From an optimization exercise on the open Yosys and OpenROAD flow, aimed at a short achievable clock period and few clock cycles; shortcuts taken in it are not production practice.
Function was checked by simulation only, so behaviour that the tests miss may differ from the original.

File: run.sh
#!/bin/bash
# synth_recipe.tcl (not shown) runs the flow's synth.tcl, then flattens the netlist and writes it again
# the make line also repeats each setting of config.mk as NAME=value (left out here)
make -C /OpenROAD-flow-scripts/flow DESIGN_CONFIG=/design/flow/config.mk WORK_HOME=/design/flow/orfs CLKGATE_MAP_FILE= SYNTH_SCRIPT=/design/flow/synth_recipe.tcl finish
File: config.mk
export PLATFORM = sky130hd
export DESIGN_NAME = tsc_top
export DESIGN_NICKNAME = tsc_top
export VERILOG_FILES = /design/flow/design.v
export SDC_FILE = /design/flow/constraint.sdc
export NUM_CORES = 4
export LEC_CHECK = 0
export CAP_MARGIN = 20
export CORE_MARGIN = 2
export CORE_UTILIZATION = 45
export SETUP_SLACK_MARGIN = 5
export SLEW_MARGIN = 20
export SYNTH_MEMORY_MAX_BITS = 8192
export TNS_END_PERCENT = 5
File: constraint.sdc
create_clock -name core_clock -period 10.0 [get_ports {clk}]
set_input_delay 2.0000 -clock core_clock [delete_from_list [all_inputs] [get_ports {clk}]]
set_output_delay 2.0000 -clock core_clock [all_outputs]
set_load 0.01 [all_outputs]
File: design.v
`default_nettype none
package tsc_pkg;
	localparam int WORD_W    = 16;   
	localparam int NUM_REGS  = 4;    
	localparam int MEM_DEPTH = 256;  
	typedef logic [WORD_W-1:0]            word_t;
	typedef logic [$clog2(NUM_REGS)-1:0]  reg_idx_t;
	typedef logic [$clog2(MEM_DEPTH)-1:0] mem_addr_t;
	localparam reg_idx_t LINK_REG = 2'd2;  
	localparam logic [3:0] OP_BNE = 4'd0;
	localparam logic [3:0] OP_BEQ = 4'd1;
	localparam logic [3:0] OP_BGZ = 4'd2;
	localparam logic [3:0] OP_BLZ = 4'd3;
	localparam logic [3:0] OP_ADI = 4'd4;
	localparam logic [3:0] OP_ORI = 4'd5;
	localparam logic [3:0] OP_LHI = 4'd6;
	localparam logic [3:0] OP_LWD = 4'd7;
	localparam logic [3:0] OP_SWD = 4'd8;
	localparam logic [3:0] OP_JMP = 4'd9;
	localparam logic [3:0] OP_JAL = 4'd10;
	localparam logic [3:0] OP_JPR = 4'd11;
	localparam logic [3:0] OP_WWD = 4'd12;
	localparam logic [3:0] OP_HLT = 4'd13;
	localparam logic [3:0] OP_ALU = 4'd15;  
	function automatic logic [7:0] target_of(input logic [7:0] addr, input logic [15:0] w);
		if (w[15:12] == OP_JMP || w[15:12] == OP_JAL) begin
			target_of = w[7:0];
		end else begin
			target_of = addr + 8'd1 + w[7:0];
		end
	endfunction
	function automatic logic [255:0] onehot8(input logic [7:0] a);
		logic [15:0] lo, hi;
		lo = 16'd1 << a[3:0];
		hi = 16'd1 << a[7:4];
		for (int h = 0; h < 16; h++) begin
			for (int l = 0; l < 16; l++) begin
				onehot8[16 * h + l] = hi[h] & lo[l];
			end
		end
	endfunction
	function automatic logic [255:0] onehot_sum(input logic [7:0] a, input logic [7:0] b,
	                                            input logic en);
		logic [4:0]  lo_sum;
		logic [3:0]  hi0, hi1;
		logic [15:0] lo, h0, h1, hi;
		lo_sum = {1'b0, a[3:0]} + {1'b0, b[3:0]};
		hi0    = a[7:4] + b[7:4];
		hi1    = a[7:4] + b[7:4] + 4'd1;
		lo     = (16'd1 << lo_sum[3:0]) & {16{en}};
		h0     = 16'd1 << hi0;
		h1     = 16'd1 << hi1;
		hi     = lo_sum[4] ? h1 : h0;
		for (int h = 0; h < 16; h++) begin
			for (int l = 0; l < 16; l++) begin
				onehot_sum[16 * h + l] = hi[h] & lo[l];
			end
		end
	endfunction
endpackage
`default_nettype wire
`default_nettype none
module alu (
	input  tsc_pkg::word_t a,      
	input  tsc_pkg::word_t b,      
	input  logic [5:0]     func,
	output tsc_pkg::word_t result
);
	always_comb begin
		case (func)
			6'd0:    result = a + b;
			6'd1:    result = a - b;
			6'd2:    result = a & b;
			6'd3:    result = a | b;
			6'd4:    result = ~a;
			6'd5:    result = 16'd0 - a;        
			6'd6:    result = {a[14:0], 1'b0};
			6'd7:    result = {1'b0, a[15:1]};  
			default: result = a;
		endcase
	end
endmodule
`default_nettype wire
`default_nettype none
module register_file (
	input  logic              clk,
	input  logic              rst_n,
	input  tsc_pkg::reg_idx_t rs_idx,
	input  tsc_pkg::reg_idx_t rt_idx,
	output tsc_pkg::word_t    rs_data,
	output tsc_pkg::word_t    rt_data,
	input  logic              wr_en,
	input  tsc_pkg::reg_idx_t wr_idx,
	input  tsc_pkg::word_t    wr_data
);
	tsc_pkg::word_t regs [tsc_pkg::NUM_REGS];
	always_ff @(posedge clk) begin
		if (!rst_n) begin
			for (int i = 0; i < tsc_pkg::NUM_REGS; i++) begin
				regs[i] <= '0;
			end
		end else if (wr_en) begin
			regs[wr_idx] <= wr_data;
		end
	end
	assign rs_data = regs[rs_idx];
	assign rt_data = regs[rt_idx];
endmodule
`default_nettype wire
`default_nettype none
module control_unit (
	input  logic           clk,
	input  logic           rst_n,
	input  logic           start,
	input  logic           exec_hlt,    
	input  logic           push,        
	input  tsc_pkg::word_t push_data,
	output logic           push_block,  
	output logic           running,
	output logic           stopped,     
	output logic           halted,
	output tsc_pkg::word_t out_data,
	output logic           out_valid,
	input  logic           out_ready
);
	logic           draining;  
	logic           skid_valid;
	tsc_pkg::word_t skid_data;
	logic           take;
	logic           empty_next;
	assign take       = out_valid & out_ready;
	assign push_block = skid_valid;
	assign empty_next = !skid_valid && (!out_valid || out_ready);
	always_ff @(posedge clk) begin
		if (!rst_n) begin
			out_valid  <= 1'b0;
			skid_valid <= 1'b0;
		end else if (skid_valid) begin
			if (take) begin
				out_data   <= skid_data;
				skid_valid <= 1'b0;
			end
		end else if (push) begin
			if (out_valid && !take) begin
				skid_data  <= push_data;
				skid_valid <= 1'b1;
			end else begin
				out_data  <= push_data;
				out_valid <= 1'b1;
			end
		end else if (take) begin
			out_valid <= 1'b0;
		end
	end
	always_ff @(posedge clk) begin
		if (!rst_n) begin
			running  <= 1'b0;
			draining <= 1'b0;
			stopped  <= 1'b1;
			halted   <= 1'b0;
		end else if (stopped) begin
			if (start) begin
				running <= 1'b1;
				stopped <= 1'b0;
				halted  <= 1'b0;
			end
		end else if (running) begin
			if (exec_hlt) begin
				running <= 1'b0;
				if (empty_next) begin
					stopped <= 1'b1;
					halted  <= 1'b1;
				end else begin
					draining <= 1'b1;
				end
			end
		end else if (draining) begin
			if (empty_next) begin
				draining <= 1'b0;
				stopped  <= 1'b1;
				halted   <= 1'b1;
			end
		end
	end
endmodule
`default_nettype wire
`default_nettype none
module cpu_core #(
	parameter bit LWD2 = 1'b0  
) (
	input  logic           clk,
	input  logic           rst_n,
	input  logic           start,
	input  logic [7:0]     load_addr,
	input  logic [15:0]    load_data,
	input  logic           load_valid,
	output logic           load_ready,
	output tsc_pkg::word_t out_data,
	output logic           out_valid,
	input  logic           out_ready,
	output logic           halted
);
	tsc_pkg::word_t     ir;      
	logic [7:0]         irt;     
	tsc_pkg::word_t     pc1;     
	logic [255:0]       oh_a;    
	logic [255:0]       oh_b;    
	logic               ph;      
	logic               running;
	logic               stopped;
	logic               push_block;
	logic               pend_v;
	tsc_pkg::mem_addr_t pend_a;
	tsc_pkg::word_t     pend_d;
	logic [3:0]         op;
	tsc_pkg::reg_idx_t  rs, rt, rd;
	logic [7:0]         imm;
	tsc_pkg::word_t     sext;
	tsc_pkg::word_t     rs_v, rt_v;
	logic               is_br, is_adi, is_ori, is_lhi, is_lwd, is_swd;
	logic               is_jmp, is_jal, is_jpr, is_wwd, is_hlt, is_alu;
	logic               two, cond, take, stall, exec, adv, fwd;
	logic [7:0]         addr_c;
	logic [255:0]       oh_c;
	logic [23:0]        rd_a, rd_b, word0, st_word, next_a, next_b, next0, nxt;
	tsc_pkg::word_t     rd_c, npc1, alu_res, wdata, ld_data;
	logic               wen;
	tsc_pkg::reg_idx_t  widx;
	logic [255:0]       mem_wsel;
	logic [23:0]        mem_wdata;
	logic [7:0]         st_tgt;
	assign op   = ir[15:12];
	assign rs   = ir[11:10];
	assign rt   = ir[9:8];
	assign rd   = ir[7:6];
	assign imm  = ir[7:0];
	assign sext = {{8{imm[7]}}, imm};
	assign is_br  = (op[3:2] == 2'b00);
	assign is_adi = (op == tsc_pkg::OP_ADI);
	assign is_ori = (op == tsc_pkg::OP_ORI);
	assign is_lhi = (op == tsc_pkg::OP_LHI);
	assign is_lwd = (op == tsc_pkg::OP_LWD);
	assign is_swd = (op == tsc_pkg::OP_SWD);
	assign is_jmp = (op == tsc_pkg::OP_JMP);
	assign is_jal = (op == tsc_pkg::OP_JAL);
	assign is_jpr = (op == tsc_pkg::OP_JPR);
	assign is_wwd = (op == tsc_pkg::OP_WWD);
	assign is_hlt = (op == tsc_pkg::OP_HLT);
	assign is_alu = (op == tsc_pkg::OP_ALU);
	register_file register_file_inst (
		.clk     (clk),
		.rst_n   (rst_n),
		.rs_idx  (rs),
		.rt_idx  (rt),
		.rs_data (rs_v),
		.rt_data (rt_v),
		.wr_en   (wen),
		.wr_idx  (widx),
		.wr_data (wdata)
	);
	always_comb begin
		case (op[1:0])
			2'd0:    cond = (rs_v != rt_v);
			2'd1:    cond = (rs_v == rt_v);
			2'd2:    cond = !rs_v[15] && (rs_v != 16'd0);
			default: cond = rs_v[15];
		endcase
	end
	assign two   = is_jpr || (LWD2 && is_lwd);
	assign stall = is_wwd && push_block;
	assign exec  = running && !stall;
	assign adv   = exec && (ph || !two);            
	assign take  = is_jmp || is_jal || is_jpr || (is_br && cond);
	assign addr_c = is_jpr ? 8'd0 : imm;
	assign oh_c   = tsc_pkg::onehot_sum(rs_v[7:0], addr_c, 1'b1);
	unified_memory unified_memory_inst (
		.clk     (clk),
		.wsel    (mem_wsel),
		.wdata   (mem_wdata),
		.oh_a    (oh_a),
		.oh_b    (oh_b),
		.oh_c    (oh_c),
		.use_c   (!LWD2),
		.rd_a    (rd_a),
		.rd_b    (rd_b),
		.rd_c    (rd_c),
		.word0   (word0)
	);
	assign fwd     = is_swd && (rs_v[7:0] == pc1[7:0] - imm);
	assign st_word = {tsc_pkg::target_of(pc1[7:0], rt_v), rt_v};
	assign next_a  = fwd ? st_word : rd_a;
	assign next_b  = rd_b;
	assign next0   = (pend_v && pend_a == 8'd0) ?
		{tsc_pkg::target_of(8'd0, pend_d), pend_d} : word0;
	always_comb begin
		if (stopped)   nxt = next0;
		else if (take) nxt = next_b;
		else           nxt = next_a;
	end
	always_comb begin
		if (is_jpr)                npc1 = rs_v + 16'd1;
		else if (is_jmp || is_jal) npc1 = {pc1[15:12], ir[11:0]} + 16'd1;
		else if (is_br && cond)    npc1 = pc1 + sext + 16'd1;
		else                       npc1 = pc1 + 16'd1;
	end
	always_ff @(posedge clk) begin
		if (stopped) begin
			ir   <= nxt[15:0];
			irt  <= nxt[23:16];
			oh_b <= tsc_pkg::onehot8(nxt[23:16]);
			pc1  <= 16'd1;
			oh_a <= 256'd2;
		end else if (adv) begin
			ir   <= nxt[15:0];
			irt  <= nxt[23:16];
			oh_b <= tsc_pkg::onehot8(nxt[23:16]);
			pc1  <= npc1;
			oh_a <= take ? {oh_b[254:0], oh_b[255]} : {oh_a[254:0], oh_a[255]};
		end else if (exec && two) begin
			oh_b <= oh_c;  
		end
	end
	always_ff @(posedge clk) begin
		if (!rst_n) begin
			ph <= 1'b0;
		end else begin
			ph <= exec && two && !ph;
		end
	end
	alu alu_inst (
		.a      (rs_v),
		.b      (rt_v),
		.func   (ir[5:0]),
		.result (alu_res)
	);
	assign ld_data = LWD2 ? rd_b[15:0] : rd_c;
	assign wen  = adv && (is_alu || is_adi || is_ori || is_lhi || is_lwd || is_jal);
	assign widx = is_alu ? rd : (is_jal ? tsc_pkg::LINK_REG : rt);
	always_comb begin
		if (is_lwd)      wdata = ld_data;
		else if (is_jal) wdata = pc1;
		else if (is_alu) wdata = alu_res;
		else if (is_adi) wdata = rs_v + sext;
		else if (is_ori) wdata = rs_v | {8'h00, imm};
		else             wdata = {imm, 8'h00};
	end
	always_ff @(posedge clk) begin
		pend_v <= stopped && load_valid;
		pend_a <= load_addr;
		pend_d <= load_data;
	end
	assign st_tgt    = (rt_v[15:12] == tsc_pkg::OP_JMP || rt_v[15:12] == tsc_pkg::OP_JAL) ?
		rt_v[7:0] : rs_v[7:0] + imm + 8'd1 + rt_v[7:0];
	assign mem_wsel  = (tsc_pkg::onehot8(pend_a) & {256{pend_v}}) |
		tsc_pkg::onehot_sum(rs_v[7:0], imm, adv && is_swd);
	assign mem_wdata = pend_v ? {tsc_pkg::target_of(pend_a, pend_d), pend_d} : {st_tgt, rt_v};
	control_unit control_unit_inst (
		.clk        (clk),
		.rst_n      (rst_n),
		.start      (start),
		.exec_hlt   (adv && is_hlt),
		.push       (adv && is_wwd),
		.push_data  (rs_v),
		.push_block (push_block),
		.running    (running),
		.stopped    (stopped),
		.halted     (halted),
		.out_data   (out_data),
		.out_valid  (out_valid),
		.out_ready  (out_ready)
	);
	assign load_ready = stopped;
endmodule
`default_nettype wire
`default_nettype none
module unified_memory (
	input  logic                clk,
	input  logic [255:0]        wsel,    
	input  logic [23:0]         wdata,   
	input  logic [255:0]        oh_a,
	input  logic [255:0]        oh_b,
	input  logic [255:0]        oh_c,
	input  logic                use_c,
	output logic [23:0]         rd_a,    
	output logic [23:0]         rd_b,
	output tsc_pkg::word_t      rd_c,
	output logic [23:0]         word0    
);
	logic [255:0][23:0] mem;
	always_ff @(posedge clk) begin
		for (int i = 0; i < 256; i++) begin
			if (wsel[i]) begin
				mem[i] <= wdata;
			end
		end
	end
	onehot_read #(.W(24)) read_a (.mem(mem), .sel(oh_a), .data(rd_a));
	onehot_read #(.W(24)) read_b (.mem(mem), .sel(oh_b), .data(rd_b));
	logic [255:0][15:0] mem_d;  
	for (genvar i = 0; i < 256; i++) begin : g_d
		assign mem_d[i] = mem[i][15:0];
	end
	onehot_read #(.W(16)) read_c (.mem(mem_d), .sel(oh_c & {256{use_c}}), .data(rd_c));
	assign word0 = mem[0];
endmodule
module onehot_read #(
	parameter int W = 16
) (
	input  logic [255:0][W-1:0] mem,
	input  logic [255:0]        sel,
	output logic [W-1:0]        data
);
	logic [511:1][W-1:0] node;  
	for (genvar j = 0; j < 256; j++) begin : g_leaf
		assign node[256 + j] = mem[j] & {W{sel[j]}};
	end
	for (genvar i = 1; i < 256; i++) begin : g_node
		assign node[i] = node[2 * i] | node[2 * i + 1];
	end
	assign data = node[1];
endmodule
`default_nettype wire
`default_nettype none
module tsc_top (
	input  logic           clk,
	input  logic           rst_n,
	input  logic           start,
	input  logic [7:0]     load_addr,
	input  logic [15:0]    load_data,
	input  logic           load_valid,
	output logic           load_ready,
	output tsc_pkg::word_t out_data,
	output logic           out_valid,
	input  logic           out_ready,
	output logic           halted
);
	cpu_core #(.LWD2(1)) cpu_core_inst (
		.clk        (clk),
		.rst_n      (rst_n),
		.start      (start),
		.load_addr  (load_addr),
		.load_data  (load_data),
		.load_valid (load_valid),
		.load_ready (load_ready),
		.out_data   (out_data),
		.out_valid  (out_valid),
		.out_ready  (out_ready),
		.halted     (halted)
	);
endmodule
`default_nettype wire
==> notes.md <==
[per-layer routing]
layer / GRT overflow / track usage [%]
met3: 13900 / 106
met4: 10900 / 109
met2: 59600 / 142
met5: 1475 / 96.7
met1: 31400 / 117
[what timing repair did]
action	in CTS
buffers inserted	394
pin swaps	147
cloned	22
endpoints found under the setup margin	8717
resized for setup	730
[cells by family after synthesis]
family | share of synthesized area [%]
XOR/XNOR | 0.344
multiplexers | 0.314
flip-flops | 69.5
adder cells (fa/ha/maj) | 0.681
AND/OR/NAND/NOR | 5.29
buffers and inverters | 2.69
AO/OA/AOI/OAI | 21.2
[cells in the mapped netlist (33+ instances only)]
cell | n | area [um^2]
a211oi_1 | 37 | 278
xor2_1 | 37 | 324
a22o_1 | 2434 | 21300
a21oi_1 | 145 | 726
nand2_1 | 812 | 3050
edfxtp_1 | 6512 | 196000
o22ai_1 | 324 | 2030
dfxtp_1 | 308 | 6170
o21ai_0 | 154 | 771
nand3_1 | 308 | 1540
nor2_1 | 536 | 2010
a22oi_1 | 1680 | 12600
buf_2 | 33 | 165
inv_1 | 99 | 372
xnor2_1 | 72 | 631
nor4_1 | 191 | 1190
a311oi_1 | 257 | 2250
nor3_1 | 156 | 781
buf_1 | 251 | 942
ha_1 | 130 | 1630
nand4_1 | 880 | 5510
clkbuf_1 | 1636 | 6140
a221oi_1 | 2245 | 19700
[how the worst max path moves through the flow]
| stage | endpoint | start | cells past startpoint | slack, ns |
|---|---|---|---|---|
| after global placement | cpu_core_inst.oh_a[26] | flop | 13 | 2.56 |
| after detailed placement | cpu_core_inst.oh_a[203] | flop | 13 | 2.73 |
| after CTS | cpu_core_inst.unified_memory_inst.mem[5271] | flop | 14 | 4.77 |
| after floorplan | cpu_core_inst.unified_memory_inst.mem[1007] | flop | 17 | 3.81 |
[through the flow]
| step | hold WS (ns) | utilization (%) | std cells |
|---|---|---|---|
| 4_1_cts | 0.506 | 54.7 | 30600 |
| 2_1_floorplan | 0.464 | - | 19800 |
| 3_5_place_dp | 0.497 | 49.8 | 28900 |
| 3_3_place_gp | 0.491 | 49.6 | 28800 |
[power groups by stage]
| stage | Clock (mW) | Sequential (mW) | Combinational, mW |
|---|---|---|---|
| after floorplan | 0 | 35.1 | 5.89 |
| after CTS | 28.3 | 35.1 | 17.6 |
| after detailed placement | 0 | 35.8 | 16.8 |
| after global placement | 0 | 35.9 | 16.8 |
==> impl_results.md <==
- Ys Warns: 5
- Avg Inst Size Synth: between 10 and 15 um^2
- Largest net degree at the start of global routing: around 260
- Post-Syn Instances: approximately 20,000
- Starting Density: a little under half
- Port Buffer Count: 47
- Die width: between 800 and 900 um
- Gr ovfl total: roughly 120k
- Root buffer selected by CTS: clkbuf_16
- # clock sinks: about 6,800
- Synthesized flop and latch total: roughly 7,000
- GP Congestion: between 1.5 and 2
- Post-place setup slack: 2.73 ns
- Hpwl dp: approximately 2600 mm
- Vias in the first global route: around 340k
- Mapped Nets: around 20,000
- Ports: 48
- Hold_buf cts: 0
- Netlist cell types: between 90 and 100
- Dpl cell area: between 0.3 and 0.4 mm^2
- First-pass GRT wire length: 4940 mm
- Number of flops mapped to enable cells by yosys: 6,512
- H-Tree Depth: 6
- Row Count: between 200 and 300
- Global Route Usage Sum: 120%
- Status: aborted with a tool error
- Post-synth top flop: edfxtp_1
- Failed at: 5_1_grt
- Sequential share of the synthesized area: 69.5%
- Area of the mapped netlist: approximately 0.29 mm^2
- Async SR Flop Fraction: 0%
- Clock buffer depth: 4
- First error message: [ERROR GRT-0116] Global routing finished with congestion. Check the congestion regions in the DRC Viewer.
- Total CTS buffers: between 700 and 800
- DIE HEIGHT: approximately 800 um
Testbench counts, summed over its fixed seeds: cycles 29,583.
